Background: an optimization exercise with open tools, aiming at small area, a short achievable clock period and few clock cycles. Do not read the settings as production practice. The RTL was checked by simulation tests, not by an equivalence proof against the original design. Power is estimated from default activity; no workload was simulated.

--- design/flow/design.v ---
`timescale 1ns/100ps
`default_nettype none
module attn_top (
    input  wire logic         I_CLK,
    input  wire logic         I_RST_N,
    input  wire logic         i_attn_start,
    input  wire logic         i_sa_vld,
    input  wire logic [127:0] i_sa_result,
    output logic              o_sa_start,
    output logic [127:0]      o_mat_1,
    output logic [127:0]      o_mat_2,
    output logic [127:0]      o_data_load,
    output logic              o_data_vld,
    output logic [127:0]      o_att_data,
    input  wire logic         i_bram_rd_vld,
    input  wire logic [127:0] i_bram_rd_mat,
    input  wire logic         i_bram_wr_done,
    output logic              o_rd_ena,
    output logic              o_wr_ena,
    output logic [1:0]        o_bram_sel_mat,
    output logic [0:0]        o_bram_sel_line,
    output logic [0:0]        o_bram_sel_col
);
    localparam int N_MEM = 36;
    localparam int N_SA  = 16;
    localparam logic [1:0] DST_A  = 2'd0;
    localparam logic [1:0] DST_B  = 2'd1;
    localparam logic [1:0] DST_BT = 2'd2;    
    localparam logic [1:0] DST_D  = 2'd3;
    localparam logic [1:0] RES_D  = 2'd0;
    localparam logic [1:0] RES_A3 = 2'd1;    
    localparam logic [1:0] RES_W  = 2'd2;
    logic [127:0] a_q, b_q, d_q, w_q;
    logic         running;
    logic [5:0]   mpc;           
    logic [4:0]   spc;           
    logic         mem_busy;
    logic         mem_wr;
    logic         sa_busy;
    logic       m_wr;
    logic [1:0] m_mat;
    logic       m_line;
    logic       m_col;
    logic [1:0] m_dst;
    logic       m_cap;           
    logic       m_nodep;
    logic [3:0] m_dep;
    logic [4:0] m_depm;
    always_comb begin
        m_wr = 1'b0; m_mat = 2'd0; m_line = 1'b0; m_col = 1'b0;
        m_dst = DST_A; m_cap = 1'b0; m_nodep = 1'b0; m_dep = 4'd0; m_depm = 5'd31;
        case (mpc)
            6'd0:  begin m_mat = 2'd0; m_line = 0; m_col = 0; m_dst = DST_A;  m_nodep = 1'b1; end
            6'd1:  begin m_mat = 2'd1; m_line = 0; m_col = 0; m_dst = DST_BT; m_nodep = 1'b1; end
            6'd2:  begin m_mat = 2'd0; m_line = 0; m_col = 1; m_dst = DST_A;  m_dep = 4'd0; m_depm = 5'd31; end
            6'd3:  begin m_mat = 2'd1; m_line = 0; m_col = 1; m_dst = DST_BT; m_dep = 4'd0; m_depm = 5'd31; end
            6'd4:  begin m_mat = 2'd2; m_line = 0; m_col = 0; m_dst = DST_B;  m_dep = 4'd1; m_depm = 5'd0; end
            6'd5:  begin m_mat = 2'd3; m_line = 0; m_col = 0; m_dst = DST_D;  m_dep = 4'd1; m_depm = 5'd0; end
            6'd6:  begin m_mat = 2'd2; m_line = 0; m_col = 1; m_dst = DST_B;  m_dep = 4'd2; m_depm = 5'd1; end
            6'd7:  begin m_mat = 2'd3; m_line = 0; m_col = 1; m_dst = DST_D;  m_dep = 4'd2; m_depm = 5'd1; end
            6'd8:  begin m_wr = 1'b1; m_mat = 2'd3; m_line = 0; m_col = 0; m_cap = 1'b1; m_dep = 4'd2; m_depm = 5'd1; end
            6'd9:  begin m_mat = 2'd0; m_line = 0; m_col = 0; m_dst = DST_A;  m_dep = 4'd3; m_depm = 5'd2; end
            6'd10: begin m_mat = 2'd1; m_line = 1; m_col = 0; m_dst = DST_BT; m_dep = 4'd3; m_depm = 5'd2; end
            6'd11: begin m_mat = 2'd0; m_line = 0; m_col = 1; m_dst = DST_A;  m_dep = 4'd4; m_depm = 5'd3; end
            6'd12: begin m_mat = 2'd1; m_line = 1; m_col = 1; m_dst = DST_BT; m_dep = 4'd4; m_depm = 5'd3; end
            6'd13: begin m_mat = 2'd2; m_line = 1; m_col = 1; m_dst = DST_B;  m_dep = 4'd5; m_depm = 5'd4; end
            6'd14: begin m_mat = 2'd2; m_line = 1; m_col = 0; m_dst = DST_B;  m_dep = 4'd6; m_depm = 5'd5; end
            6'd15: begin m_mat = 2'd3; m_line = 0; m_col = 0; m_dst = DST_D;  m_dep = 4'd6; m_depm = 5'd5; end
            6'd16: begin m_wr = 1'b1; m_mat = 2'd3; m_line = 0; m_col = 1; m_cap = 1'b1; m_dep = 4'd6; m_depm = 5'd5; end
            6'd17: begin m_mat = 2'd0; m_line = 1; m_col = 0; m_dst = DST_A;  m_dep = 4'd7; m_depm = 5'd6; end
            6'd18: begin m_mat = 2'd1; m_line = 0; m_col = 0; m_dst = DST_BT; m_dep = 4'd7; m_depm = 5'd6; end
            6'd19: begin m_mat = 2'd0; m_line = 1; m_col = 1; m_dst = DST_A;  m_dep = 4'd8; m_depm = 5'd7; end
            6'd20: begin m_mat = 2'd1; m_line = 0; m_col = 1; m_dst = DST_BT; m_dep = 4'd8; m_depm = 5'd7; end
            6'd21: begin m_wr = 1'b1; m_mat = 2'd3; m_line = 0; m_col = 0; m_cap = 1'b1; m_dep = 4'd7; m_depm = 5'd6; end
            6'd22: begin m_mat = 2'd2; m_line = 0; m_col = 0; m_dst = DST_B;  m_dep = 4'd9; m_depm = 5'd8; end
            6'd23: begin m_mat = 2'd3; m_line = 1; m_col = 0; m_dst = DST_D;  m_dep = 4'd9; m_depm = 5'd8; end
            6'd24: begin m_mat = 2'd2; m_line = 0; m_col = 1; m_dst = DST_B;  m_dep = 4'd10; m_depm = 5'd9; end
            6'd25: begin m_mat = 2'd3; m_line = 1; m_col = 1; m_dst = DST_D;  m_dep = 4'd10; m_depm = 5'd9; end
            6'd26: begin m_wr = 1'b1; m_mat = 2'd3; m_line = 1; m_col = 0; m_cap = 1'b1; m_dep = 4'd10; m_depm = 5'd9; end
            6'd27: begin m_mat = 2'd0; m_line = 1; m_col = 0; m_dst = DST_A;  m_dep = 4'd11; m_depm = 5'd10; end
            6'd28: begin m_mat = 2'd1; m_line = 1; m_col = 0; m_dst = DST_BT; m_dep = 4'd11; m_depm = 5'd10; end
            6'd29: begin m_mat = 2'd0; m_line = 1; m_col = 1; m_dst = DST_A;  m_dep = 4'd12; m_depm = 5'd11; end
            6'd30: begin m_mat = 2'd1; m_line = 1; m_col = 1; m_dst = DST_BT; m_dep = 4'd12; m_depm = 5'd11; end
            6'd31: begin m_mat = 2'd2; m_line = 1; m_col = 1; m_dst = DST_B;  m_dep = 4'd13; m_depm = 5'd12; end
            6'd32: begin m_mat = 2'd2; m_line = 1; m_col = 0; m_dst = DST_B;  m_dep = 4'd14; m_depm = 5'd13; end
            6'd33: begin m_mat = 2'd3; m_line = 1; m_col = 0; m_dst = DST_D;  m_dep = 4'd14; m_depm = 5'd13; end
            6'd34: begin m_wr = 1'b1; m_mat = 2'd3; m_line = 1; m_col = 1; m_cap = 1'b1; m_dep = 4'd14; m_depm = 5'd13; end
            6'd35: begin m_wr = 1'b1; m_mat = 2'd3; m_line = 1; m_col = 0; m_cap = 1'b1; m_dep = 4'd15; m_depm = 5'd14; end
            default: ;
        endcase
    end
    logic [5:0] s_need;
    logic [5:0] s_needm;
    always_comb begin
        case (spc[3:0])
            4'd0:  begin s_need = 6'd1; s_needm = 6'd0; end
            4'd1:  begin s_need = 6'd3; s_needm = 6'd2; end
            4'd2:  begin s_need = 6'd5; s_needm = 6'd4; end
            4'd3:  begin s_need = 6'd8; s_needm = 6'd7; end
            4'd4:  begin s_need = 6'd10; s_needm = 6'd9; end
            4'd5:  begin s_need = 6'd12; s_needm = 6'd11; end
            4'd6:  begin s_need = 6'd13; s_needm = 6'd12; end
            4'd7:  begin s_need = 6'd16; s_needm = 6'd15; end
            4'd8:  begin s_need = 6'd18; s_needm = 6'd17; end
            4'd9:  begin s_need = 6'd20; s_needm = 6'd19; end
            4'd10: begin s_need = 6'd23; s_needm = 6'd22; end
            4'd11: begin s_need = 6'd26; s_needm = 6'd25; end
            4'd12: begin s_need = 6'd28; s_needm = 6'd27; end
            4'd13: begin s_need = 6'd30; s_needm = 6'd29; end
            4'd14: begin s_need = 6'd31; s_needm = 6'd30; end
            default: begin s_need = 6'd34; s_needm = 6'd33; end
        endcase
    end
    logic       mc_wr;
    logic [1:0] mc_mat;
    logic       mc_line;
    logic       mc_col;
    logic [1:0] mc_dst;
    logic       mc_cap;
    logic       mc_nodep;
    logic [4:0] mc_dep;          
    logic [4:0] mc_depm;         
    logic [5:0] sc_need;         
    logic [5:0] sc_needm;        
    logic [1:0] sc_dst;          
    logic       sc_copy;         
    logic       sc_zero;         
    logic       m_end;
    logic       s_end;
    logic [1:0] m_age;           
    logic [1:0] s_age;           
    logic [4:0] ccap;            
    logic [5:0] mdone;           
    logic       f_st;            
    logic       f_stb;           
    logic       f_capa;          
    logic       f_capb;          
    logic       f_na;            
    logic       f_nb;            
    logic mem_ans;
    logic mem_free;
    logic sa_free;
    logic sa_ans;
    logic active;
    logic mem_go;
    logic sa_go;
    logic dep_ok;
    logic need_ok;
    logic last_done;
    assign mem_ans  = mem_busy && (mem_wr ? i_bram_wr_done : i_bram_rd_vld);
    assign mem_free = !mem_busy || mem_ans;
    assign sa_ans   = sa_busy && i_sa_vld;
    assign sa_free  = !sa_busy || i_sa_vld;
    assign active   = running || i_attn_start;
    assign dep_ok    = mc_nodep || (mc_cap ? (f_capa || (i_sa_vld && f_capb)) : (f_st || (sa_go && f_stb)));
    assign need_ok   = f_na || (mem_ans && f_nb);
    assign mem_go    = active && mem_free && m_age[1] && !m_end && dep_ok;
    assign sa_go     = active && sa_free && s_age[1] && !s_end && need_ok;
    assign last_done = m_end && mem_ans;
    always_ff @(posedge I_CLK) begin
        mc_wr    <= m_wr;
        mc_mat   <= m_mat;
        mc_line  <= m_line;
        mc_col   <= m_col;
        mc_dst   <= m_dst;
        mc_cap   <= m_cap;
        mc_nodep <= m_nodep;
        mc_dep   <= {1'b0, m_dep};
        mc_depm  <= m_depm;
        sc_need  <= s_need;
        sc_needm <= s_needm;
        m_end    <= (mpc == 6'(N_MEM));
        s_end    <= (spc == 5'(N_SA));
        case (spc[2:0])
            3'd0, 3'd4: sc_dst <= RES_D;
            3'd1, 3'd5: sc_dst <= RES_A3;
            default:    sc_dst <= RES_W;
        endcase
        sc_copy  <= (spc[2:0] == 3'd5);
        sc_zero  <= (spc[1:0] == 2'd3);
        f_st   <= sa_go   ? (spc >= mc_dep)    : (spc > mc_dep);
        f_stb  <= sa_go   ? (spc == mc_depm)   : (spc == mc_dep);
        f_capa <= sa_ans  ? (ccap >= mc_dep)   : (ccap > mc_dep);
        f_capb <= sa_ans  ? (ccap == mc_depm)  : (ccap == mc_dep);
        f_na   <= mem_ans ? (mdone >= sc_need) : (mdone > sc_need);
        f_nb   <= mem_ans ? (mdone == sc_needm) : (mdone == sc_need);
    end
    always_ff @(posedge I_CLK or negedge I_RST_N) begin
        if (!I_RST_N) begin
            ccap  <= '0;
            mdone <= '0;
            m_age <= 2'd2;
            s_age <= 2'd2;
        end else begin
            if (last_done) begin
                ccap  <= '0;
                mdone <= '0;
            end else begin
                if (sa_ans)  ccap  <= ccap + 5'd1;
                if (mem_ans) mdone <= mdone + 6'd1;
            end
            if (mem_go)              m_age <= '0;
            else if (!m_age[1])      m_age <= m_age + 2'd1;
            if (sa_go)               s_age <= '0;
            else if (!s_age[1])      s_age <= s_age + 2'd1;
        end
    end
    logic ld_a, ld_b, ld_bt, ld_d;           
    logic rs_d, rs_a3, rs_w;                 
    logic do_copy, do_zero;
    always_ff @(posedge I_CLK or negedge I_RST_N) begin
        if (!I_RST_N) begin
            running         <= 1'b0;
            mpc             <= '0;
            spc             <= '0;
            mem_busy        <= 1'b0;
            mem_wr          <= 1'b0;
            o_rd_ena        <= 1'b0;
            o_wr_ena        <= 1'b0;
            o_bram_sel_mat  <= 2'd0;
            o_bram_sel_line <= 1'b0;
            o_bram_sel_col  <= 1'b0;
            sa_busy         <= 1'b0;
            o_sa_start      <= 1'b0;
            o_data_vld      <= 1'b0;
            ld_a            <= 1'b0;
            ld_b            <= 1'b0;
            ld_bt           <= 1'b0;
            ld_d            <= 1'b0;
            rs_d            <= 1'b0;
            rs_a3           <= 1'b0;
            rs_w            <= 1'b0;
            do_copy         <= 1'b0;
            do_zero         <= 1'b1;
        end else begin
            o_data_vld <= last_done;
            if (i_attn_start) running <= 1'b1;
            if (last_done) begin
                running  <= 1'b0;
                mpc      <= '0;
                spc      <= '0;
                mem_busy <= 1'b0;
                o_rd_ena <= 1'b0;
                o_wr_ena <= 1'b0;
            end else if (mem_go) begin
                mpc             <= mpc + 6'd1;
                mem_busy        <= 1'b1;
                mem_wr          <= mc_wr;
                o_rd_ena        <= !mc_wr;
                o_wr_ena        <= mc_wr;
                o_bram_sel_mat  <= mc_mat;
                o_bram_sel_line <= mc_line;
                o_bram_sel_col  <= mc_col;
            end else if (mem_ans) begin
                mem_busy <= 1'b0;
                o_rd_ena <= 1'b0;
                o_wr_ena <= 1'b0;
            end
            if (mem_go) begin
                ld_a  <= !mc_wr && (mc_dst == DST_A);
                ld_b  <= !mc_wr && (mc_dst == DST_B);
                ld_bt <= !mc_wr && (mc_dst == DST_BT);
                ld_d  <= !mc_wr && (mc_dst == DST_D);
            end else if (mem_ans) begin
                ld_a  <= 1'b0;
                ld_b  <= 1'b0;
                ld_bt <= 1'b0;
                ld_d  <= 1'b0;
            end
            o_sa_start <= sa_go;
            do_copy    <= sa_go && sc_copy;
            do_zero    <= (sa_go && sc_zero) || !running || last_done;
            if (sa_go) begin
                spc     <= spc + 5'd1;
                sa_busy <= 1'b1;
                rs_d    <= (sc_dst == RES_D);
                rs_a3   <= (sc_dst == RES_A3);
                rs_w    <= (sc_dst == RES_W);
            end else if (i_sa_vld) begin
                sa_busy <= 1'b0;
                rs_d    <= 1'b0;
                rs_a3   <= 1'b0;
                rs_w    <= 1'b0;
            end
        end
    end
    logic [127:0] rd_t;
    logic [127:0] res3;
    for (genvar r = 0; r < 4; r++) begin : g_r
        for (genvar c = 0; c < 4; c++) begin : g_c
            assign rd_t[(c*4+r)*8 +: 8] = i_bram_rd_mat[(r*4+c)*8 +: 8];
        end
    end
    for (genvar e = 0; e < 16; e++) begin : g_x3
        assign res3[e*8 +: 8] = i_sa_result[e*8 +: 8] + {i_sa_result[e*8 +: 7], 1'b0};
    end
    always_ff @(posedge I_CLK) begin
        if (ld_a)
            a_q <= i_bram_rd_mat;
        else if (rs_a3)
            a_q <= res3;
        if (ld_b)
            b_q <= i_bram_rd_mat;
        else if (ld_bt)
            b_q <= rd_t;
        if (do_zero)
            d_q <= '0;                         
        else if (ld_d)
            d_q <= i_bram_rd_mat;
        else if (rs_d)
            d_q <= i_sa_result;
        else if (do_copy)
            d_q <= w_q;                        
        if (rs_w)
            w_q <= i_sa_result;
    end
    assign o_mat_1     = a_q;
    assign o_mat_2     = b_q;
    assign o_data_load = d_q;
    assign o_att_data  = w_q;
endmodule
`default_nettype wire
--- design/flow/flow/run.sh ---
#!/bin/bash
# Standard ORFS layout; the only change is the cell used for the port
# buffers (buf_2 instead of the default pick), so each port still gets
# its own buffer.
set -euo pipefail
export BUFFER_PORTS_ARGS="-buffer_cell sky130_fd_sc_hd__buf_2"
bash standard.sh > standard_flow.log 2>&1
--- design/flow/standard.sh ---
#!/bin/bash
# synth_recipe.tcl (not shown) runs the flow's synth.tcl, then flattens the netlist and writes it again
# the make line also repeats each setting of config.mk as NAME=value (left out here)
make -C /OpenROAD-flow-scripts/flow DESIGN_CONFIG=/design/flow/config.mk WORK_HOME=/design/flow/orfs CLKGATE_MAP_FILE= SYNTH_SCRIPT=/design/flow/synth_recipe.tcl "${@:-finish}"
--- design/flow/config.mk ---
export PLATFORM = sky130hd
export DESIGN_NAME = attn_top
export DESIGN_NICKNAME = attn_top
export VERILOG_FILES = /design/flow/design.v
export SDC_FILE = /design/flow/constraint.sdc
export NUM_CORES = 4
export LEC_CHECK = 0
export CAP_MARGIN = 20
export CORE_MARGIN = 2
export CORE_UTILIZATION = 40
export SETUP_SLACK_MARGIN = 2.0
export SLEW_MARGIN = 20
--- design/flow/constraint.sdc ---
create_clock -name core_clock -period 4.0 [get_ports {I_CLK}]
set_input_delay 0.8000 -clock core_clock [delete_from_list [all_inputs] [get_ports {I_CLK}]]
set_output_delay 0.8000 -clock core_clock [all_outputs]
set_load 0.01 [all_outputs]
==> run_results.csv, run 1 <==
group,metric,value,unit
timing,timing.slew.headroom,0.352,
grt,grt_pass1_wl,165000,µm
timing,finalSetupViolCount,0,
clocking,numCtsBuffers,69,
timing,rsz0062_at_grt,"yes",
clocking,clockRootBuffer,"clkbuf_16",
critical_path,path_class,"register to output pin",
timing,slew_violations,0,
finish,drive_above_1_share,0.380,
synth,yosysTopAreaCell,"edfxtp_1",
outcome,run_status,"finished clean",
drt,ant_nets,0,
drt,via_count,25100,
clocking,clkLatencyLatePin,620,ps
finish,nNetsFinal,3715,
synth,ys_ff_latch,599,
synth,synth_area_leaders,"edfxtp_1 (40%), dfxtp_1 (12%), mux2_2 (7.0%)",
synth,synth_top_family_by_area,"compound AO/OA/AOI/OAI gates",
synth,syn_area,29100,µm²
timing,final_hold_viol_count,0,
flow_run,max_cap_violations,0,
die,initial_core_util,0.406,
drt,drt-vias-per-instance,5.80,
clocking,clk_pin_slew_worst_paths,60,ps
power,power_density,799,nW/µm²
timing,clock.fmax,0.475,GHz
critical_path,path_buf_inv,1,
drt,drc,0,
synth,syn_area_per_cell,11.6,µm²
critical_path,crit_chain,"buf_2",
synth,synthArstFlopShare,0.0785,
critical_path,cp_max_fo,2,
timing,fin_skew,15.1,ps
critical_path,crit_path_start_kind,"register",
clocking,htree_levels,3,
critical_path,critPathRequiredTime,3200,ps
placed_design,place_area,34300,µm²
die,rows,98,
timing,layout_min_cycle_time,2100,ps
power,vdd_ir_drop_max,0.595,mV
synth,muxShareOfSynthArea,0.0797,
drt,routed_wl,118000,µm
die,core_area,71700,µm²
synth,synth_warnings,1,
critical_path,cp-end-kind,"output pin",
synth,yosys.area.top_type_share,0.396,
synth,synthSimpleGateAreaFrac,0.104,
synth,synth_common_cells,"edfxtp_1 (384), nand2_1 (200), nor2_1 (195), mux2_2 (182), a21oi_1 (170)",
critical_path,reg2reg_setup_slack,1960,ps
synth,yosysMostFrequentCell,"edfxtp_1",
synth,yosysUniqueCellTypes,64,
grt,grt_usage,0.300,
critical_path,crit_family,"flip-flops",
power,p_leak,15.6,nW
synth,synth_compound_area_frac,0.136,
min_path,hold_path_class,"input pin to async pin",
grt,antenna_found_initial,17,
critical_path,crit_arrival,1300,ps
critical_path,max_stage_delay,500,ps
die,chipWidth,274,µm
die,io_pins,782,
finish,area_growth_syn_to_layout,29.6,%
finish,final_area,37800,µm²
drt,wl_per_cell,27.3,µm
die,die-area,75000,µm²
timing,fin_setup_tns,0,ps
clocking,cts.sinks,599,
clocking,ctsHoldBuffers,0,
synth,syn_inst,2510,
timing,worst_pin_slew,972,ps
drt,initialDrtViolationCount,2586,
placed_design,hpwl,80700,µm
synth,synth_edf_count,384,
timing,final.period_utilization,0.526,
synth,synth_xor_area_frac,0.0253,
synth,ys_seq_area_frac,0.552,
die,die_h,274,µm
synth,synthAdderAreaFrac,0.0677,
critical_path,slowest_stage,"edfxtp_1",
drt,firstDrtPassIters,7,
clocking,tritoncts,"built",
grt,grt_pass1_vias,24000,
clocking,cts_max_path_buffers,3,
synth,synth_nets,2920,
synth,synth-main-ff-cell,"edfxtp_1",
placed_design,io_buffers,781,
placed_design,globalplace.congestion,0.936,
grt,grt_max_degree,139,
grt,overflow,0,
## timing repair
action,CTS,global route
buffers inserted,38,28
gates cloned,5,2
gates resized for setup,85,73
pin swaps,4,8
setup endpoints to repair,597,156
## sequential cells by signal (all words and copies together), names as in the netlist, 5 cells and up
signal and cells:
mdone 6, ccap 5, mpc 6, a_q 128
sc_need 6, b_q 128, spc 5, d_q 128
w_q 128, mc_depm 5, sc_needm 5
## per-layer routing
layer / global-route usage / wire length [µm] / vias up
met2: 0.489 / 55800 / 1376
met5: 0 / 101 / -
met3: 0.0710 / 11200 / 300
met4: 0.152 / 6180 / 16
li1: - / - / 11000
met1: 0.371 / 44500 / 12400
## layout make-up
| class | count | area [µm²] |
|---|---|---|
| inverters | 114 | 432 |
| diodes | 12 | 30.0 |
| flip-flops and latches | 599 | 16100 |
| multi-input cells | 1644 | 12500 |
| clock buffers | 104 | 2080 |
| repair buffers | 877 | 5240 |
| fillers | 6320 | 34000 |
| clock inverters | 22 | 204 |
| well taps | 950 | 1190 |
## worst paths after layout
kind                              startpoint       endpoint  cells past startpoint
setup / recovery                      w_q[2]  o_att_data[2]                      1
hold / removal                       I_RST_N         mpc[1]                      1
setup reg to reg                      mem_wr         mpc[1]                      7
hold reg to reg                      sc_zero        do_zero                      2
max in group asynchronous            I_RST_N       mdone[5]                      2
min in group core_clock    i_bram_rd_mat[41]        b_q[41]                      1
## power breakdown
part	internal [W]	switching (W)	total, W
clock	0.00380	0.00264	0.00643
sequential	0.00959	0.00153	0.0111
combinational	0.00492	0.00770	0.0126
## cells in the final DEF, fill, tap and decap left out, drive strengths merged, types with 37 or more instances in the layout
cell / synthesis / routed
o21ai: 101 / 101
xnor2: 40 / 40
nand2: 200 / 200
a21oi: 170 / 170
xor2: 44 / 44
nor2: 195 / 196
a222oi: 63 / 63
clkbuf: 136 / 108
edfxtp: 384 / 384
dfxtp: 168 / 168
nand3b: 86 / 86
buf: 21 / 873
nand3: 37 / 37
dfrtp: 44 / 44
mux2: 184 / 184
inv: 114 / 114
a221oi: 83 / 83
ha: 132 / 132
## through the flow
step | worst slack [ps] | power, W | hold WS, ps | std cells | utilization
after floorplan | 1640 | 0.0176 | 391 | 2510 | -
after global placement | 1050 | 0.0223 | 420 | 4111 | 0.478
after detailed placement | 1010 | 0.0227 | 428 | 4111 | 0.478
after CTS | 1880 | 0.0299 | 320 | 4280 | 0.519
after global routing | 1870 | 0.0316 | 371 | 4316 | 0.526
final | 1900 | 0.0302 | 325 | 4322 | 0.526
## logic make-up after synthesis
group                    after synthesis
AND/OR/NAND/NOR                      631
flip-flops                           599
AO/OA/AOI/OAI                        571
buffers and inverters                271
multiplexers                         206
adder cells (fa/ha/maj)              148
XOR/XNOR                              84
Testbench counts, summed over its fixed seeds: cycles 8,704.
==> inputs of run 2 (changes only) <==
--- a/design/flow/design.v
+++ b/design/flow/design.v
@@ -144,5 +144,12 @@
     logic active;
     logic mem_go;
-    logic sa_go;
+    logic start_go;              
+    logic sa_go;                 
+    logic sa_go_r;               
+    logic sa_go_c;               
+    logic comb_rdy;
+    logic rd_q, wr_q, st_q;
+    logic last_wr;               
+    logic sc_comb;               
     logic dep_ok;
     logic need_ok;
@@ -152,9 +159,12 @@
     assign sa_ans   = sa_busy && i_sa_vld;
     assign sa_free  = !sa_busy || i_sa_vld;
-    assign active   = running || i_attn_start;
+    assign active   = running;
+    assign start_go = i_attn_start && !running;
     assign dep_ok    = mc_nodep || (mc_cap ? (f_capa || (i_sa_vld && f_capb)) : (f_st || (sa_go && f_stb)));
     assign need_ok   = f_na || (mem_ans && f_nb);
     assign mem_go    = active && mem_free && m_age[1] && !m_end && dep_ok;
-    assign sa_go     = active && sa_free && s_age[1] && !s_end && need_ok;
+    assign sa_go_c   = i_sa_vld && comb_rdy;
+    assign sa_go_r   = active && sa_free && s_age[1] && !s_end && need_ok && !sa_go_c;
+    assign sa_go     = sa_go_r || sa_go_c;
     assign last_done = m_end && mem_ans;
     always_ff @(posedge I_CLK) begin
@@ -179,4 +189,10 @@
         sc_copy  <= (spc[2:0] == 3'd5);
         sc_zero  <= (spc[1:0] == 2'd3);
+        sc_comb  <= (spc[1:0] == 2'd0);
+        comb_rdy <= (running || start_go) && !last_done &&
+                    (sa_go || (sa_busy && !i_sa_vld)) &&
+                    (spc[1:0] == 2'd0) && (spc != 5'(N_SA)) &&
+                    !sa_go && (s_age != 2'd0) &&
+                    (mem_ans ? (mdone >= sc_need) : (mdone > sc_need));
         f_st   <= sa_go   ? (spc >= mc_dep)    : (spc > mc_dep);
         f_stb  <= sa_go   ? (spc == mc_depm)   : (spc == mc_dep);
@@ -201,4 +217,5 @@
             end
             if (mem_go)              m_age <= '0;
+            else if (start_go)       m_age <= 2'd1;
             else if (!m_age[1])      m_age <= m_age + 2'd1;
             if (sa_go)               s_age <= '0;
@@ -216,12 +233,12 @@
             mem_busy        <= 1'b0;
             mem_wr          <= 1'b0;
-            o_rd_ena        <= 1'b0;
-            o_wr_ena        <= 1'b0;
+            rd_q            <= 1'b0;
+            wr_q            <= 1'b0;
             o_bram_sel_mat  <= 2'd0;
             o_bram_sel_line <= 1'b0;
             o_bram_sel_col  <= 1'b0;
             sa_busy         <= 1'b0;
-            o_sa_start      <= 1'b0;
-            o_data_vld      <= 1'b0;
+            st_q            <= 1'b0;
+            last_wr         <= 1'b0;
             ld_a            <= 1'b0;
             ld_b            <= 1'b0;
@@ -234,19 +251,26 @@
             do_zero         <= 1'b1;
         end else begin
-            o_data_vld <= last_done;
-            if (i_attn_start) running <= 1'b1;
+            if (start_go) running <= 1'b1;
             if (last_done) begin
                 running  <= 1'b0;
                 mpc      <= '0;
                 spc      <= '0;
-                mem_busy <= 1'b0;
-                o_rd_ena <= 1'b0;
-                o_wr_ena <= 1'b0;
+                mem_busy        <= 1'b0;
+                rd_q            <= 1'b0;
+                wr_q            <= 1'b0;
+                o_bram_sel_mat  <= 2'd0;     
+                o_bram_sel_line <= 1'b0;
+                o_bram_sel_col  <= 1'b0;
+            end else if (start_go) begin
+                mpc             <= 6'd1;
+                mem_busy        <= 1'b1;
+                mem_wr          <= 1'b0;
+                rd_q            <= 1'b1;
             end else if (mem_go) begin
                 mpc             <= mpc + 6'd1;
                 mem_busy        <= 1'b1;
                 mem_wr          <= mc_wr;
-                o_rd_ena        <= !mc_wr;
-                o_wr_ena        <= mc_wr;
+                rd_q            <= !mc_wr;
+                wr_q            <= mc_wr;
                 o_bram_sel_mat  <= mc_mat;
                 o_bram_sel_line <= mc_line;
@@ -254,8 +278,10 @@
             end else if (mem_ans) begin
                 mem_busy <= 1'b0;
-                o_rd_ena <= 1'b0;
-                o_wr_ena <= 1'b0;
+                rd_q     <= 1'b0;
+                wr_q     <= 1'b0;
             end
-            if (mem_go) begin
+            if (start_go) begin
+                ld_a  <= 1'b1;
+            end else if (mem_go) begin
                 ld_a  <= !mc_wr && (mc_dst == DST_A);
                 ld_b  <= !mc_wr && (mc_dst == DST_B);
@@ -268,7 +294,11 @@
                 ld_d  <= 1'b0;
             end
-            o_sa_start <= sa_go;
-            do_copy    <= sa_go && sc_copy;
-            do_zero    <= (sa_go && sc_zero) || !running || last_done;
+            st_q       <= sa_go_r;
+            if (last_done)
+                last_wr <= 1'b0;
+            else if (mem_go && mpc == 6'(N_MEM - 1))
+                last_wr <= 1'b1;
+            do_copy    <= sa_go_r && sc_copy;
+            do_zero    <= (sa_go_r && sc_zero) || !running || last_done;
             if (sa_go) begin
                 spc     <= spc + 5'd1;
@@ -315,4 +345,8 @@
             w_q <= i_sa_result;
     end
+    assign o_rd_ena    = rd_q || start_go;
+    assign o_wr_ena    = wr_q;
+    assign o_sa_start  = st_q || sa_go_c;
+    assign o_data_vld  = last_wr && i_bram_wr_done;
     assign o_mat_1     = a_q;
     assign o_mat_2     = b_q;
==> run_results.csv, run 2 <==
group,metric,value,unit
synth,synth_edf_count,384,
drt,drc,0,
critical_path,crit_path_start,"running",
timing,rsz0062_at_grt,"yes",
synth,synth_xor_area_frac,0.0271,
power,p_seq_frac,0.358,
synth,syn_area_per_cell,11.2,µm²
critical_path,cp-endpoint,"o_rd_ena",
finish,final_common_cell,"buf_2",
synth,yosys.area.top_type_share,0.401,
critical_path,crit_top_cell,"nand2b_4",
drt,wl_per_cell,26.7,µm
critical_path,crit_path_start_kind,"register",
grt,overflow,0,
drt,routed_wl,118000,µm
critical_path,cp.depth,3,
grt,grt_max_degree,129,
placed_design,hpwl,82100,µm
critical_path,max_stage_delay,400,ps
synth,muxShareOfSynthArea,0.0756,
critical_path,reg2reg_setup_slack,1860,ps
synth,syn_area,28800,µm²
die,die-area,74100,µm²
critical_path,crit_arrival,1350,ps
finish,area_growth_syn_to_layout,33.5,%
drt,ant_nets,0,
power,p_clk_frac,0.214,
die,chipWidth,272,µm
clocking,cts_max_path_buffers,3,
timing,slew_violations,0,
critical_path,path_buf_inv,1,
critical_path,path_class,"register to output pin",
synth,ys_seq_area_frac,0.560,
finish,final_area,38400,µm²
timing,hold_slack,274,ps
min_path,hold_path_class,"input pin to async pin",
finish,nFillCells,6324,
power,power_frac_comb,0.427,
die,core_area,71400,µm²
finish,utilization,0.538,
timing,worst_pin_slew,1000,ps
finish,layout_common_cells,"buf_2 (705), edfxtp_1 (384), nor2_1 (329), nand2_1 (225), mux2_2 (183)",
timing,fin_skew,25.0,ps
synth,syn_inst,2577,
clocking,tritoncts,"built",
timing,layout_min_cycle_time,2150,ps
power,p_leak,16.2,nW
die,io_pins,782,
critical_path,r2r_cells,7,
synth,synth_warnings,1,
synth,synth_common_cells,"edfxtp_1 (384), nor2_1 (332), nand2_1 (228), mux2_2 (183), dfxtp_1 (169)",
clocking,numCtsBuffers,68,
critical_path,critPathRequiredTime,3200,ps
placed_design,globalplace.congestion,0.955,
critical_path,crit-reg2reg-capture,"ld_b",
finish,nNetsFinal,3818,
finish,multiInputGateArea,12600,µm²
drt,via_count,25000,
power,netSwitchingFraction,0.394,
clocking,cts.sinks,600,
synth,yosysMostFrequentCell,"edfxtp_1",
clocking,htree_levels,3,
clocking,clk_pin_slew_worst_paths,60,ps
synth,synth_area_leaders,"edfxtp_1 (40%), dfxtp_1 (12%), mux2_2 (7.2%)",
power,switchingPower,0.0122,W
timing,final.period_utilization,0.538,
timing,timing.slew.headroom,0.334,
grt,grt_pass1_vias,24000,
timing,finalSetupViolCount,0,
critical_path,r2r_start,"mem_wr",
synth,synth_nets,2987,
drt,initialDrtViolationCount,2632,
outcome,run_status,"finished clean",
synth,synthArstFlopShare,0.0783,
critical_path,cp-end-kind,"output pin",
synth,yosysTopAreaCell,"edfxtp_1",
die,initial_core_util,0.403,
placed_design,place_area,34200,µm²
clocking,clockRootBuffer,"clkbuf_16",
drt,firstDrtPassIters,6,
critical_path,cp_max_fo,2,
finish,drive_above_1_share,0.407,
synth,synth_top_family_by_area,"compound AO/OA/AOI/OAI gates",
critical_path,crit_chain,"nand2b_4, nand2b_4, buf_6",
timing,fin_setup_tns,0,ps
timing,final_hold_viol_count,0,
timing,clock.fmax,0.464,GHz
grt,grt_usage,0.303,
clocking,clkLatencyLatePin,610,ps
critical_path,slowest_stage,"dfrtp_1",
die,rows,98,
power,intPower,0.0188,W
finish,regArea,16100,µm²
drt,drt-vias-per-instance,5.65,
power,vdd_ir_drop_max,0.547,mV
synth,ys_ff_latch,600,
synth,synthSimpleGateAreaFrac,0.100,
placed_design,io_buffers,781,
synth,synth-main-ff-cell,"edfxtp_1",
clocking,ctsHoldBuffers,0,
power,power_density,807,nW/µm²
synth,synthAdderAreaFrac,0.0686,
grt,grt_pass1_wl,166000,µm
grt,antenna_found_initial,17,
power,total_power,0.0310,W
synth,synth_compound_area_frac,0.131,
critical_path,crit_family,"flip-flops",
synth,yosysUniqueCellTypes,65,
die,die_h,272,µm
flow_run,max_cap_violations,0,
-- run 2: changes by cell type after synthesis, sizes merged, moves of 16 or more --
cell | before | now
a21boi | 2 | 18
inv | 114 | 133
o311ai | 16 | 0
nor3 | 29 | 12
nand3b | 86 | 3
o21ai | 101 | 164
a21oi | 170 | 149
or4 | 17 | 1
o21bai | 30 | 2
and3 | 1 | 20
nand2 | 200 | 228
nor2 | 195 | 333
-- run 2: layout make-up --
cell class | count | share of cell area
clock buffer | 100 | 0.0522
timing repair buffer | 917 | 0.145
inverter | 133 | 0.0131
sequential | 600 | 0.420
tap | 950 | 0.0310
multi-input combinational | 1688 | 0.328
antenna | 16 | 0.00104
clock inverter | 25 | 0.00938
-- run 2: power by group through the flow --
stage	clock network, W	logic, W	registers, W
2_1_floorplan	0	0.00568	0.0118
3_3_place_gp	0	0.0117	0.0112
3_5_place_dp	0	0.0120	0.0112
4_1_cts	0.00674	0.0128	0.0111
5_1_grt	0.00696	0.0141	0.0113
6_report	0.00663	0.0132	0.0111
-- run 2: what timing repair did --
action	4_1_cts	5_1_grt
setup buffers	65	41
cloned	2	1
setup endpoints to repair	388	155
pin swaps	28	46
gates resized for setup	105	147
-- run 2: cells by family (layout without fill, tap and decap cells) --
| kind of cell | after synthesis | in the layout |
|---|---|---|
| xor+xnor | 89 | 89 |
| mux | 193 | 193 |
| flops | 600 | 600 |
| simple gates | 688 | 690 |
| buf+inv | 292 | 1175 |
| compound gates | 567 | 568 |
| fa+ha+maj | 148 | 148 |
| other cells | 0 | 16 |
-- run 2: routing by layer --
metal  vias up  global-route usage  wire, µm  share of wire
li1      11100                   -         -              -
met4         8               0.140      5780          0.049
met3       277              0.0763     11400          0.096
met2      1369               0.503     56300           0.48
met1     12300               0.371     44500           0.38
met5         -                   0        81        0.00069
-- run 2: per-stage QoR --
stage / instances / setup slack, ps
after detailed placement: 4179 / 999
after global placement: 4179 / 1050
after floorplan: 2577 / 1650
after CTS: 4371 / 1810
after global routing: 4421 / 1800
final: 4429 / 1850
-- run 2: how the worst min path moves through the flow --
stage | startpoint | endpoint | slack [ps] | cells after the start
finish | I_RST_N | o_bram_sel_mat[1] | 270 | 1
global route | I_RST_N | o_bram_sel_mat[1] | 310 | 1
CTS | I_RST_N | o_bram_sel_mat[1] | 250 | 1
detailed placement | sc_zero | do_zero | 420 | 2
global placement | sc_zero | do_zero | 420 | 2
floorplan | sc_zero | do_zero | 400 | 2
Testbench counts of run 2, summed over its fixed seeds: cycles 8,448.
==> inputs of run 3 (changes only) <==
--- a/design/flow/config.mk
+++ b/design/flow/config.mk
@@ -9,4 +9,6 @@
 export CORE_MARGIN = 2
 export CORE_UTILIZATION = 40
+export CTS_CLUSTER_DIAMETER = 100
+export CTS_CLUSTER_SIZE = 30
 export SETUP_SLACK_MARGIN = 2.0
 export SLEW_MARGIN = 20
==> run_results.csv, run 3 <==
group,metric,value,unit
drt,drc,0,
placed_design,place_area,34200,µm²
synth,synth_nets,2987,
timing,timing.slew.headroom,0.472,
clocking,cts_max_path_buffers,3,
critical_path,path_class,"register to output pin",
timing,fin_skew,34.2,ps
synth,synth-main-ff-cell,"edfxtp_1",
synth,yosysUniqueCellTypes,65,
clocking,htree_levels,1,
timing,finalSetupViolCount,0,
critical_path,crit_arrival,1440,ps
timing,final.period_utilization,0.560,
placed_design,hpwl,82100,µm
clocking,clk_pin_slew_worst_paths,120,ps
timing,slew_violations,0,
synth,yosysMostFrequentCell,"edfxtp_1",
drt,wl_per_cell,27.1,µm
power,power_density,766,nW/µm²
synth,synth_area_leaders,"edfxtp_1 (40%), dfxtp_1 (12%), mux2_2 (7.2%)",
timing,worst_pin_slew,792,ps
placed_design,globalplace.congestion,0.955,
grt,grt_usage,0.297,
timing,layout_min_cycle_time,2240,ps
synth,synth_warnings,1,
grt,gr-max-usage-layer,"met2",
outcome,run_status,"finished clean",
grt,use_met3,0.0552,
timing,fin_setup_tns,0,ps
finish,final_common_cell,"buf_2",
finish,drive_above_1_share,0.398,
synth,synthArstFlopShare,0.0783,
clocking,clockRootBuffer,"clkbuf_16",
critical_path,crit_top_cell,"nand2b_4",
grt,grt_pass1_vias,23400,
timing,clock.fmax,0.447,GHz
min_path,hold_path_class,"input pin to async pin",
synth,ys_seq_area_frac,0.560,
synth,yosysTopAreaCell,"edfxtp_1",
flow_run,max_cap_violations,0,
critical_path,cp-end-kind,"output pin",
clocking,ctsHoldBuffers,0,
die,die-area,74100,µm²
grt,grt.met2_usage,0.497,
grt,overflow,0,
synth,syn_area_per_cell,11.2,µm²
synth,syn_area,28800,µm²
die,chipWidth,272,µm
die,core_area,71400,µm²
synth,synth_edf_count,384,
grt,grt_pass1_wl,163000,µm
finish,nFillCells,6375,
timing,final_hold_viol_count,0,
synth,ys_ff_latch,600,
finish,area_growth_syn_to_layout,30.4,%
critical_path,crit_path_start_kind,"register",
finish,final_area,37500,µm²
clocking,numCtsBuffers,30,
grt,grt_max_degree,129,
drt,drt-vias-per-instance,5.70,
die,rows,98,
critical_path,max_stage_delay,430,ps
die,io_pins,782,
critical_path,cp_max_fo,3,
drt,ant_nets,0,
timing,rsz0062_at_grt,"yes",
critical_path,critPathRequiredTime,3200,ps
grt,antenna_found_initial,14,
synth,synth_common_cells,"edfxtp_1 (384), nor2_1 (332), nand2_1 (228), mux2_2 (183), dfxtp_1 (169)",
power,p_leak,15.7,nW
synth,yosys.area.top_type_share,0.401,
clocking,clkLatencyLatePin,640,ps
drt,initialDrtViolationCount,2723,
drt,via_count,24900,
finish,layout_common_cells,"buf_2 (634), edfxtp_1 (384), nor2_1 (330), nand2_1 (226), mux2_2 (183)",
synth,syn_inst,2577,
critical_path,crit_chain,"nand2b_4, nand2b_4, buf_6",
placed_design,io_buffers,781,
grt,grt_use_met1,0.380,
die,die_h,272,µm
critical_path,slowest_stage,"dfrtp_1",
power,vdd_ir_drop_max,0.544,mV
drt,firstDrtPassIters,7,
critical_path,r2r_cells,5,
die,initial_core_util,0.403,
clocking,tritoncts,"built",
power,total_power,0.0287,W
finish,nNetsFinal,3789,
clocking,cts.sinks,600,
drt,routed_wl,118000,µm
run 3: cell families after synthesis:
group / synth area share
AO/OA/AOI/OAI: 0.131
XOR/XNOR: 0.0271
adder cells (fa/ha/maj): 0.0686
buffers and inverters: 0.0385
flip-flops: 0.560
multiplexers: 0.0756
AND/OR/NAND/NOR: 0.100
run 3: layout make-up:
cell class,count,area [µm²],area share
Clock buffer,37,808,0.0216
Tap cell,950,1190,0.0317
Antenna cell,9,22.5,0.000601
Sequential cell,600,16200,0.431
Multi-Input combinational cell,1688,12500,0.332
Clock inverter,19,285,0.00761
Timing Repair Buffer,926,6070,0.162
Inverter,133,503,0.0134
run 3: path summary, 6_finish.rpt:
path | from | to | slack [ps]
min in group core_clock | i_bram_rd_mat[127] | b_q[127] | 360
max reg2reg | mem_wr | mpc[5] | 1890
max in group asynchronous | I_RST_N | s_age[1] | 2960
min | I_RST_N | o_bram_sel_mat[0] | 230
min reg2reg | sc_zero | do_zero | 440
max | running | o_rd_ena | 1760
run 3: layer usage:
metal,share of wire,up-vias
li1,-,11000
met1,0.39,12300
met2,0.48,1319
met3,0.090,233
met4,0.045,6
met5,0.00029,-
run 3: worst max-delay path, delay by kind of cell (launching register included):
kind	cells	cell delay, ps
buffers and inverters	1	110
flip-flops	1	430
AND/OR/NAND/NOR	2	270
run 3: report_power, final:
| group | internal [W] | switching [W] |
|---|---|---|
| registers | 0.00964 | 0.00149 |
| logic | 0.00540 | 0.00818 |
| clock network | 0.00171 | 0.00230 |
run 3: per-stage QoR:
stage	worst slack [ps]	hold WS (ps)	cells	utilization
after global routing	1710	236	4358	0.525
after CTS	1730	200	4297	0.510
after detailed placement	999	422	4179	0.479
after global placement	1050	425	4179	0.479
after floorplan	1650	397	2577	-
final	1760	229	4362	0.526
run 3: timing repair:
| item | CTS | global route |
|---|---|---|
| setup buffers | 60 | 54 |
| pin swaps | 11 | 36 |
| setup endpoints to repair | 652 | 526 |
| resized for setup | 169 | 194 |
| cloned | 2 | 2 |
==> inputs of run 4 (changes only) <==
--- a/design/flow/design.v
+++ b/design/flow/design.v
@@ -155,5 +155,5 @@
     logic need_ok;
     logic last_done;
-    assign mem_ans  = mem_busy && (mem_wr ? i_bram_wr_done : i_bram_rd_vld);
+    assign mem_ans  = (rd_q && i_bram_rd_vld) || (wr_q && i_bram_wr_done);
     assign mem_free = !mem_busy || mem_ans;
     assign sa_ans   = sa_busy && i_sa_vld;
--- a/design/flow/config.mk
+++ b/design/flow/config.mk
@@ -9,6 +9,4 @@
 export CORE_MARGIN = 2
 export CORE_UTILIZATION = 40
-export CTS_CLUSTER_DIAMETER = 100
-export CTS_CLUSTER_SIZE = 30
 export SETUP_SLACK_MARGIN = 2.0
 export SLEW_MARGIN = 20
==> run_results.csv, run 4 <==
group,metric,value,unit
clocking,tritoncts,"built",
die,initial_core_util,0.403,
critical_path,critPathRequiredTime,3200,ps
grt,grt_pass1_vias,24400,
finish,nNetsFinal,3765,
critical_path,cp_max_fo,1,
critical_path,crit_family,"flip-flops",
synth,yosysUniqueCellTypes,74,
synth,synthArstFlopShare,0.0768,
grt,overflow,0,
timing,timing.slew.headroom,0.398,
synth,muxShareOfSynthArea,0.0737,
power,total_power,0.0311,W
synth,ys_seq_area_frac,0.548,
die,io_pins,782,
timing,finalSetupViolCount,0,
critical_path,cp-end-kind,"output pin",
die,rows,99,
timing,clock.fmax,0.453,GHz
synth,syn_area_per_cell,11.5,µm²
drt,routed_wl,122000,µm
synth,synth_warnings,1,
synth,synth_common_cells,"edfxtp_1 (384), nor2_1 (203), nand2_1 (202), mux2_2 (181), a21oi_1 (170)",
critical_path,slowest_stage,"edfxtp_1",
synth,ys_ff_latch,599,
die,chipWidth,275,µm
clocking,cts_max_path_buffers,3,
power,p_clk_frac,0.218,
timing,fin_ws,1790,ps
finish,drive_above_1_share,0.383,
timing,final_hold_viol_count,0,
synth,synth_xor_area_frac,0.0263,
drt,drc,0,
power,netSwitchingFraction,0.394,
power,switchingPower,0.0122,W
power,p_seq_frac,0.359,
finish,nFillCells,6321,
clocking,clk_pin_slew_worst_paths,60,ps
critical_path,max_stage_delay,550,ps
timing,fin_setup_tns,0,ps
clocking,clockRootBuffer,"clkbuf_16",
synth,synth_compound_area_frac,0.142,
synth,synth_nets,2948,
drt,via_count,25700,
placed_design,hpwl,82300,µm
synth,yosysMostFrequentCell,"edfxtp_1",
min_path,hold_path_class,"input pin to async pin",
outcome,run_status,"finished clean",
power,power_density,808,nW/µm²
synth,synthSimpleGateAreaFrac,0.106,
die,core_area,72700,µm²
finish,area_growth_syn_to_layout,31.1,%
synth,synth_top_family_by_area,"compound AO/OA/AOI/OAI gates",
synth,syn_area,29300,µm²
critical_path,crit_arrival,1410,ps
die,die_h,275,µm
timing,worst_pin_slew,902,ps
finish,final_common_cell,"buf_2",
synth,synth_area_leaders,"edfxtp_1 (39%), dfxtp_1 (12%), mux2_2 (7.0%)",
critical_path,path_class,"register to output pin",
synth,synth_edf_count,384,
synth,yosysTopAreaCell,"edfxtp_1",
critical_path,path_buf_inv,1,
drt,initialDrtViolationCount,2702,
clocking,clkLatencyLatePin,640,ps
synth,syn_inst,2538,
grt,grt_pass1_wl,169000,µm
timing,slew_violations,0,
critical_path,crit_chain,"buf_2",
placed_design,pre_cts_slack,1370,ps
flow_run,max_cap_violations,0,
synth,synth-main-ff-cell,"edfxtp_1",
power,power_frac_comb,0.423,
power,vdd_ir_drop_max,0.521,mV
synth,synthAdderAreaFrac,0.0673,
finish,layout_common_cells,"buf_2 (726), edfxtp_1 (384), nor2_1 (202), nand2_1 (200), mux2_2 (181)",
clocking,cts.sinks,599,
power,p_leak,15.9,nW
power,intPower,0.0188,W
placed_design,globalplace.congestion,0.914,
clocking,htree_levels,3,
die,die-area,75500,µm²
timing,final.period_utilization,0.552,
drt,wl_per_cell,27.9,µm
timing,rsz0062_at_grt,"yes",
grt,grt_max_degree,87,
drt,ant_nets,0,
placed_design,io_buffers,781,
grt,antenna_found_initial,19,
critical_path,crit_path_start_kind,"register",
clocking,numCtsBuffers,71,
drt,drt-vias-per-instance,5.87,
grt,grt_usage,0.305,
synth,yosys.area.top_type_share,0.393,
timing,layout_min_cycle_time,2210,ps
timing,fin_skew,34.0,ps
drt,firstDrtPassIters,7,
run 4: cell count changes after synthesis, moves of 16 or more:
| cell | previous run | this run |
|---|---|---|
| inv_1 | 133 | 108 |
| nand3b_1 | 3 | 80 |
| or4_1 | 1 | 17 |
| o21bai_1 | 2 | 28 |
| a21oi_1 | 149 | 170 |
| o21ai_0 | 160 | 104 |
| clkbuf_1 | 141 | 116 |
| nor3_1 | 11 | 28 |
| nor2_1 | 332 | 203 |
| buf_2 | 4 | 33 |
| and3_1 | 20 | 3 |
| nand2_1 | 228 | 202 |
run 4: cell families after synthesis:
kind of cell	after synthesis
flip-flops	599
XOR/XNOR	88
adder cells (fa/ha/maj)	148
AND/OR/NAND/NOR	647
AO/OA/AOI/OAI	593
buffers and inverters	271
multiplexers	192
run 4: final timing paths:
kind                                 start         endpoint  slack [ps]  cells after the start
max                                b_q[74]      o_mat_2[74]        1790                      1
min                                I_RST_N  o_bram_sel_line         320                      1
max reg2reg                           ld_a         a_q[122]        1980                      3
min reg2reg                        mc_line  o_bram_sel_line         420                      2
max in group asynchronous          I_RST_N          do_zero        2910                      2
min in group core_clock    i_sa_result[55]          w_q[55]         390                      1
run 4: power groups by stage:
stage / Clock (W) / Sequential (W) / Combinational, W
finish: 0.00677 / 0.0112 / 0.0131
detailed placement: 0 / 0.0115 / 0.0113
global route: 0.00710 / 0.0114 / 0.0140
global placement: 0 / 0.0114 / 0.0110
floorplan: 0 / 0.0117 / 0.00597
CTS: 0.00687 / 0.0112 / 0.0124
run 4: cell type report:
cell class	count	area, µm²	area share
Sequential cell	599	16100	0.419
Inverter	109	420	0.0109
Timing Repair Buffer	905	5600	0.146
Antenna cell	13	32.5	0.000846
Clock inverter	30	350	0.00911
Tap cell	959	1200	0.0312
Multi-Input combinational cell	1669	12600	0.328
Clock buffer	101	2110	0.0548
run 4: layer usage:
metal	wire (µm)	global-route usage
met1	46700	0.387
met2	56300	0.480
met3	12300	0.0777
met4	7000	0.163
met5	75	0
run 4: per-stage QoR:
| stage | cell area [µm²] | cells | utilization | hold slack, ps |
|---|---|---|---|---|
| 3_5_place_dp | 34400 | 4140 | 0.473 | 414 |
| 3_3_place_gp | 34400 | 4140 | 0.473 | 414 |
| 2_1_floorplan | 29600 | 2538 | - | 397 |
| 6_report | 38400 | 4385 | 0.529 | 320 |
| 5_1_grt | 38400 | 4382 | 0.529 | 364 |
| 4_1_cts | 37700 | 4322 | 0.519 | 301 |
run 4: repair_timing:
| action | CTS | global route |
|---|---|---|
| setup endpoints to repair | 501 | 301 |
| pin swaps | 5 | 4 |
| gates resized for setup | 93 | 61 |
| hold buffers | 0 | 0 |
| gates cloned | 3 | 1 |
| setup buffers | 48 | 49 |
Testbench counts of run 4, summed over its fixed seeds: cycles 8,448.
==> inputs of run 5 (changes only) <==
--- a/design/flow/design.v
+++ b/design/flow/design.v
@@ -155,5 +155,5 @@
     logic need_ok;
     logic last_done;
-    assign mem_ans  = (rd_q && i_bram_rd_vld) || (wr_q && i_bram_wr_done);
+    assign mem_ans  = mem_busy && (mem_wr ? i_bram_wr_done : i_bram_rd_vld);
     assign mem_free = !mem_busy || mem_ans;
     assign sa_ans   = sa_busy && i_sa_vld;
==> design/flow/flow/run.sh (replaced) <==
#!/bin/bash
# Standard ORFS layout; the only change is the cell used for the port
# buffers (buf_1 instead of the default pick), so each port still gets
# its own buffer.
set -euo pipefail
export BUFFER_PORTS_ARGS="-buffer_cell sky130_fd_sc_hd__buf_1"
bash standard.sh > standard_flow.log 2>&1
==> run_results.csv, run 5 <==
group,metric,value,unit
synth,synth_nets,2987,
drt,wl_per_cell,25.7,µm
finish,nNetsFinal,3796,
finish,utilization,0.524,
critical_path,crit_path_start_kind,"register",
critical_path,cp_max_fo,6,
drt,routed_wl,113000,µm
synth,yosysUniqueCellTypes,65,
drt,via_count,24700,
grt,grt_max_degree,122,
flow_run,max_cap_violations,0,
synth,yosys.area.top_type_share,0.401,
grt,grt_usage,0.288,
die,die_h,272,µm
outcome,run_status,"finished clean",
timing,worst_pin_slew,898,ps
synth,syn_area,28800,µm²
clocking,ctsHoldBuffers,0,
placed_design,hpwl,78500,µm
finish,layout_common_cells,"buf_1 (592), edfxtp_1 (384), nor2_1 (329), nand2_1 (226), mux2_2 (183)",
min_path,hold_path_class,"input pin to async pin",
timing,fin_skew,31.0,ps
finish,area_growth_syn_to_layout,29.9,%
power,vdd_ir_drop_max,0.704,mV
synth,synthArstFlopShare,0.0783,
synth,yosysMostFrequentCell,"edfxtp_1",
finish,nFillCells,6449,
drt,ant_nets,0,
critical_path,critPathRequiredTime,4530,ps
timing,finalSetupViolCount,0,
placed_design,dp_cells,4183,
synth,synth_common_cells,"edfxtp_1 (384), nor2_1 (332), nand2_1 (228), mux2_2 (183), dfxtp_1 (169)",
critical_path,path_class,"register to register",
timing,slew_violations,0,
power,p_leak,14.4,nW
timing,clock.fmax,0.451,GHz
synth,yosysTopAreaCell,"edfxtp_1",
synth,synth_warnings,1,
timing,fin_setup_tns,0,ps
clocking,cts_max_path_buffers,3,
timing,hold_slack,322,ps
drt,initialDrtViolationCount,2436,
critical_path,crit_arrival,2750,ps
clocking,cts.sinks,600,
grt,antenna_found_initial,10,
critical_path,cp-end-kind,"register",
clocking,clockRootBuffer,"clkbuf_16",
timing,layout_min_cycle_time,2220,ps
die,core_area,71400,µm²
drt,drc,0,
grt,grt_pass1_wl,157000,µm
finish,final_common_cell,"buf_1",
die,initial_core_util,0.403,
synth,syn_area_per_cell,11.2,µm²
drt,drt-vias-per-instance,5.62,
synth,ys_ff_latch,600,
finish,final_cells,4400,
drt,firstDrtPassIters,9,
timing,rsz0062_at_grt,"yes",
die,die-area,74100,µm²
timing,final_hold_viol_count,0,
die,io_pins,782,
synth,syn_inst,2577,
placed_design,globalplace.congestion,0.904,
grt,overflow,0,
power,power_density,813,nW/µm²
finish,drive_above_1_share,0.226,
clocking,numCtsBuffers,70,
clocking,clkLatencyLatePin,600,ps
synth,synth_edf_count,384,
timing,final.period_utilization,0.554,
power,total_power,0.0304,W
synth,synth_area_leaders,"edfxtp_1 (40%), dfxtp_1 (12%), mux2_2 (7.2%)",
synth,ys_seq_area_frac,0.560,
clocking,htree_levels,3,
synth,synth-main-ff-cell,"edfxtp_1",
clocking,tritoncts,"built",
die,rows,98,
timing,timing.slew.headroom,0.401,
placed_design,io_buffers,781,
grt,grt_pass1_vias,22700,
clocking,clk_pin_slew_worst_paths,60,ps
die,chipWidth,272,µm
[run 5: cell types whose count changed after synthesis, moves of 16 or more]
cell / delta
and3_1: +17
inv_1: +25
o21ai_0: +56
or4_1: -16
nor2_1: +129
clkbuf_1: +25
o21bai_1: -26
a21oi_1: -21
buf_2: -29
nand3b_1: -77
nand2_1: +26
nor3_1: -17
[run 5: cells by family (layout without fill, tap and decap cells)]
logic type | Yosys count | after routing | synth area share
AND/OR/NAND/NOR | 688 | 689 | 0.100
other | 0 | 6 | 0
multiplexers | 193 | 193 | 0.0756
adder cells (fa/ha/maj) | 148 | 148 | 0.0686
flip-flops | 600 | 600 | 0.560
AO/OA/AOI/OAI | 567 | 567 | 0.131
XOR/XNOR | 89 | 89 | 0.0271
buffers and inverters | 292 | 1158 | 0.0385
[run 5: metrics by stage]
step | cell area (µm²) | worst slack, ps
2_1_floorplan | 29400 | 1650
3_3_place_gp | 33300 | 949
3_5_place_dp | 33300 | 906
4_1_cts | 36600 | 1800
5_1_grt | 37400 | 1690
6_report | 37400 | 1780
[run 5: final timing paths]
path | from | end | slack, ps | cells past startpoint
worst max register to register | mem_wr | mpc[5] | 1780 | 5
worst min register to register | sc_zero | do_zero | 420 | 2
worst min-delay path | I_RST_N | o_bram_sel_col | 320 | 1
worst max-delay path | mem_wr | mpc[5] | 1780 | 5
max in group asynchronous | I_RST_N | s_age[1] | 2970 | 2
min in group core_clock | i_sa_result[120] | w_q[120] | 400 | 1
[run 5: layout make-up]
class	instances	area [µm²]	share of cell area
Clock buffer	97	2030	0.0543
Inverter	133	507	0.0136
Multi-Input combinational cell	1686	12500	0.333
Tap cell	950	1190	0.0318
Sequential cell	600	16100	0.431
Antenna cell	6	15.0	0.000402
Clock inverter	33	370	0.00991
Timing Repair Buffer	895	4680	0.125
[run 5: critical path, cell delays in order (launching register included)]
cell and delay (ps):
dfrtp_2 450, mux2i_4 230, a211o_1 330, o41a_1 560, or4b_1 510, nand2_1 70
[run 5: timing repair]
item | CTS | global route
cloned | 2 | 2
resized for setup | 212 | 196
pin swaps | 17 | 43
hold endpoints to repair | 0 | 0
endpoints found under the setup margin | 477 | 203
buffers inserted | 46 | 31
[run 5: layer usage]
metal / GRT usage / wire length (µm) / vias up
met4: 0.138 / 5850 / 6
met2: 0.461 / 52800 / 1334
li1: - / - / 11000
met1: 0.370 / 44600 / 12100
met3: 0.0632 / 10100 / 253
met5: 0 / 30 / -
[run 5: report_power, final]
| part | leakage, nW | internal [W] | switching (W) |
|---|---|---|---|
| Combinational | 7.65 | 0.00464 | 0.00785 |
| Sequential | 5.56 | 0.00964 | 0.00154 |
| Clock | 1.18 | 0.00402 | 0.00270 |
Testbench counts of run 5, summed over its fixed seeds: cycles 8,448.
==> inputs of run 6 (changes only) <==
--- a/design/flow/design.v
+++ b/design/flow/design.v
@@ -146,14 +146,10 @@
     logic start_go;              
     logic sa_go;                 
-    logic sa_go_r;               
-    logic sa_go_c;               
-    logic comb_rdy;
     logic rd_q, wr_q, st_q;
-    logic last_wr;               
-    logic sc_comb;               
+    logic dv_q;                  
     logic dep_ok;
     logic need_ok;
     logic last_done;
-    assign mem_ans  = mem_busy && (mem_wr ? i_bram_wr_done : i_bram_rd_vld);
+    assign mem_ans  = (rd_q && i_bram_rd_vld) || (wr_q && i_bram_wr_done);
     assign mem_free = !mem_busy || mem_ans;
     assign sa_ans   = sa_busy && i_sa_vld;
@@ -164,7 +160,5 @@
     assign need_ok   = f_na || (mem_ans && f_nb);
     assign mem_go    = active && mem_free && m_age[1] && !m_end && dep_ok;
-    assign sa_go_c   = i_sa_vld && comb_rdy;
-    assign sa_go_r   = active && sa_free && s_age[1] && !s_end && need_ok && !sa_go_c;
-    assign sa_go     = sa_go_r || sa_go_c;
+    assign sa_go     = active && sa_free && s_age[1] && !s_end && need_ok;
     assign last_done = m_end && mem_ans;
     always_ff @(posedge I_CLK) begin
@@ -189,10 +183,4 @@
         sc_copy  <= (spc[2:0] == 3'd5);
         sc_zero  <= (spc[1:0] == 2'd3);
-        sc_comb  <= (spc[1:0] == 2'd0);
-        comb_rdy <= (running || start_go) && !last_done &&
-                    (sa_go || (sa_busy && !i_sa_vld)) &&
-                    (spc[1:0] == 2'd0) && (spc != 5'(N_SA)) &&
-                    !sa_go && (s_age != 2'd0) &&
-                    (mem_ans ? (mdone >= sc_need) : (mdone > sc_need));
         f_st   <= sa_go   ? (spc >= mc_dep)    : (spc > mc_dep);
         f_stb  <= sa_go   ? (spc == mc_depm)   : (spc == mc_dep);
@@ -240,5 +228,5 @@
             sa_busy         <= 1'b0;
             st_q            <= 1'b0;
-            last_wr         <= 1'b0;
+            dv_q            <= 1'b0;
             ld_a            <= 1'b0;
             ld_b            <= 1'b0;
@@ -294,11 +282,8 @@
                 ld_d  <= 1'b0;
             end
-            st_q       <= sa_go_r;
-            if (last_done)
-                last_wr <= 1'b0;
-            else if (mem_go && mpc == 6'(N_MEM - 1))
-                last_wr <= 1'b1;
-            do_copy    <= sa_go_r && sc_copy;
-            do_zero    <= (sa_go_r && sc_zero) || !running || last_done;
+            st_q       <= sa_go;
+            dv_q       <= last_done;
+            do_copy    <= sa_go && sc_copy;
+            do_zero    <= (sa_go && sc_zero) || !running || last_done;
             if (sa_go) begin
                 spc     <= spc + 5'd1;
@@ -345,8 +330,8 @@
             w_q <= i_sa_result;
     end
-    assign o_rd_ena    = rd_q || start_go;
+    assign o_rd_ena    = rd_q;
     assign o_wr_ena    = wr_q;
-    assign o_sa_start  = st_q || sa_go_c;
-    assign o_data_vld  = last_wr && i_bram_wr_done;
+    assign o_sa_start  = st_q;
+    assign o_data_vld  = dv_q;
     assign o_mat_1     = a_q;
     assign o_mat_2     = b_q;
==> design/flow/flow/run.sh (replaced) <==
#!/bin/bash
# Standard ORFS layout with two placement tweaks:
#  - port buffers use buf_2 (each port still gets its own buffer);
#  - after global placement, each output port's buffer is moved next to the
#    cell that drives it (outbuf_near.tcl), so the register drives a short
#    wire and the buffer drives the long one; detailed placement then
#    legalizes as usual.
set -euo pipefail
export BUFFER_PORTS_ARGS="-buffer_cell sky130_fd_sc_hd__buf_2"
export POST_GLOBAL_PLACE_TCL="$PWD/flow/outbuf_near.tcl"
bash standard.sh > standard_flow.log 2>&1
==> design/flow/flow/outbuf_near.tcl (new file) <==
# Move each output port's buffer next to the cell that drives it, so the
# driving register sees a short wire and the buffer drives the long one.
set n 0
foreach bt [[ord::get_db_block] getBTerms] {
  if {[$bt getIoType] != "OUTPUT"} continue
  set net [$bt getNet]
  set buf ""
  foreach it [$net getITerms] { if {[$it isOutputSignal]} { set buf [$it getInst] } }
  if {$buf == ""} continue
  set drv ""
  foreach it [$buf getITerms] {
    if {[$it isInputSignal]} {
      set n2 [$it getNet]
      if {$n2 == "NULL"} continue
      foreach it2 [$n2 getITerms] { if {[$it2 isOutputSignal]} { set drv [$it2 getInst] } }
    }
  }
  if {$drv == ""} continue
  set loc [$drv getLocation]
  $buf setLocation [lindex $loc 0] [lindex $loc 1]
  incr n
}
puts "moved $n output buffers next to their drivers"
==> run_results.csv, run 6 <==
group,metric,value,unit
drt,drc,0,
finish,final_common_cell,"buf_2",
clocking,cts.sinks,598,
die,rows,98,
drt,ant_nets,0,
timing,finalSetupViolCount,0,
synth,yosysUniqueCellTypes,69,
drt,wl_per_cell,28.9,µm
timing,fin_skew,24.5,ps
synth,synthArstFlopShare,0.0769,
critical_path,cp_max_fo,6,
drt,routed_wl,124000,µm
clocking,ctsHoldBuffers,0,
synth,synth-main-ff-cell,"edfxtp_1",
drt,initialDrtViolationCount,2847,
min_path,hold_path_class,"input pin to async pin",
critical_path,reg2reg_setup_slack,1990,ps
synth,syn_area,29100,µm²
outcome,run_status,"finished clean",
synth,yosys.area.top_type_share,0.397,
drt,via_count,25400,
critical_path,crit-reg2reg-capture,"a_q[7]",
critical_path,crit_family,"simple AND/OR/NAND/NOR gates",
timing,fin_setup_tns,0,ps
placed_design,place_area,34300,µm²
clocking,numCtsBuffers,70,
finish,nNetsFinal,3676,
critical_path,crit_path_start_kind,"register",
synth,synth_edf_count,384,
die,die-area,74900,µm²
clocking,cts_max_path_buffers,3,
critical_path,max_stage_delay,540,ps
finish,layout_common_cells,"buf_2 (738), edfxtp_1 (384), mux2_2 (199), nor2_1 (187), dfxtp_1 (168)",
synth,syn_inst,2471,
timing,worst_pin_slew,813,ps
timing,final.period_utilization,0.503,
placed_design,dp_cells,4079,
synth,synth_compound_area_frac,0.135,
synth,synth_top_family_by_area,"compound AO/OA/AOI/OAI gates",
timing,clock.fmax,0.497,GHz
clocking,clk_pin_slew_worst_paths,60,ps
grt,grt_usage,0.308,
finish,drive_above_1_share,0.385,
die,core_area,71700,µm²
drt,firstDrtPassIters,8,
critical_path,r2r_start,"ld_a",
synth,ys_ff_latch,598,
grt,grt_pass1_wl,169000,µm
critical_path,crit_chain,"buf_12, buf_16, buf_4, or4_1, a21oi_1, a311oi_1",
placed_design,io_buffers,781,
grt,antenna_found_initial,18,
flow_run,max_cap_violations,0,
synth,synth_common_cells,"edfxtp_1 (384), mux2_2 (200), nor2_1 (189), dfxtp_1 (168), nand2_1 (167)",
die,chipWidth,274,µm
timing,layout_min_cycle_time,2010,ps
synth,syn_area_per_cell,11.8,µm²
finish,final_area,37600,µm²
finish,final_cells,4282,
synth,synth_warnings,1,
synth,synth_area_leaders,"edfxtp_1 (40%), dfxtp_1 (12%), mux2_2 (7.7%)",
critical_path,crit_arrival,2350,ps
power,p_leak,15.5,nW
timing,rsz0062_at_grt,"yes",
synth,yosysTopAreaCell,"edfxtp_1",
die,die_h,274,µm
synth,synth_xor_area_frac,0.0244,
drt,drt-vias-per-instance,5.93,
synth,synthAdderAreaFrac,0.0678,
power,vdd_ir_drop_max,0.454,mV
synth,synth_nets,2881,
synth,yosysMostFrequentCell,"edfxtp_1",
timing,timing.slew.headroom,0.458,
placed_design,hpwl,85800,µm
clocking,htree_levels,3,
grt,grt_max_degree,129,
clocking,clockRootBuffer,"clkbuf_16",
grt,overflow,0,
synth,muxShareOfSynthArea,0.0838,
critical_path,path_buf_inv,3,
synth,ys_seq_area_frac,0.552,
die,io_pins,782,
clocking,tritoncts,"built",
synth,synthSimpleGateAreaFrac,0.103,
timing,slew_violations,0,
die,initial_core_util,0.405,
grt,grt_pass1_vias,23900,
critical_path,cp-end-kind,"register",
finish,area_growth_syn_to_layout,29.4,%
critical_path,r2r_cells,6,
clocking,clkLatencyLatePin,620,ps
critical_path,crit_path_start,"ld_a",
critical_path,slowest_stage,"or4_1",
critical_path,critPathRequiredTime,4330,ps
timing,final_hold_viol_count,0,
power,power_density,791,nW/µm²
critical_path,path_class,"register to register",
[run 6: cell types whose count changed after synthesis, moves of 18 or more]
cell,previous run,this run
and3_1,20,2
o21ai_0,160,112
or4_1,1,22
nand3b_1,3,65
a21oi_1,149,131
a222oi_1,53,78
nor2_1,332,189
inv_1,133,98
nand2_1,228,167
nor3_1,11,40
[run 6: worst max-delay path by stage]
stage / endpoint / cells past startpoint
final: a_q[7] / 6
after global routing: ld_a / 7
after CTS: d_q[21] / 4
after detailed placement: ld_a / 8
after global placement: ld_a / 8
after floorplan: wr_q / 6
[run 6: timing repair]
action | in CTS | in global routing
setup buffers | 24 | 33
cloned | 4 | 4
gates resized for setup | 68 | 55
endpoints found under the setup margin | 382 | 215
pin swaps | 4 | 4
[run 6: power by group]
| group | switching (W) | total [W] | internal (W) |
|---|---|---|---|
| clock network | 0.00266 | 0.00626 | 0.00360 |
| logic | 0.00788 | 0.0128 | 0.00492 |
| registers | 0.00129 | 0.0107 | 0.00942 |
| total | 0.0118 | 0.0298 | 0.0179 |
[run 6: worst register-to-register path: stages, from the launching register on]
cell      delay, ps
dfrtp_4         490
buf_12          160
buf_16          170
buf_4           170
or4_1           540
a21oi_1         170
a311oi_1         60
[run 6: kinds of logic (layout without fill, tap and decap cells)]
family / count (synthesis) / after routing
buffers and inverters: 256 / 1104
other: 0 / 11
adders and majority gates: 148 / 148
and+or+nand+nor: 613 / 615
xor gates and xnor gates: 81 / 81
AOI/OAI and AO/OA: 559 / 559
muxes: 216 / 216
DFF: 598 / 598
[run 6: cell type report]
cell class,instances,area (µm²)
Clock inverter,22,159
Sequential cell,598,16100
Timing Repair Buffer,877,5280
Clock buffer,105,2040
Fill cell,6324,34100
Multi-Input combinational cell,1619,12400
Antenna cell,11,27.5
Tap cell,950,1190
Inverter,100,388
[run 6: stage by stage]
step / util / hold slack (ps) / power [W] / setup slack [ps]
after floorplan: - / 397 / 0.0174 / 1730
after global placement: 0.478 / 443 / 0.0221 / 1080
after detailed placement: 0.478 / 426 / 0.0224 / 1030
after CTS: 0.516 / 279 / 0.0293 / 1880
after global routing: 0.524 / 339 / 0.0311 / 1940
final: 0.524 / 291 / 0.0298 / 1990
[run 6: layer usage]
metal,up-vias,track usage,routed length [µm]
met2,1527,0.486,57200
li1,10900,-,-
met3,298,0.0846,12700
met1,12600,0.387,47200
met5,-,0,160
met4,6,0.156,6420
Testbench counts of run 6, summed over its fixed seeds: cycles 8,704.

Check on run 6: ideal ports give 1.988 ns setup slack; a clkbuf_16 on the clock port and buf_2 on the inputs give 1.936 ns; moving port delays by the midpoint clock arrival (0.671 ns) as well gives 1.457 ns.
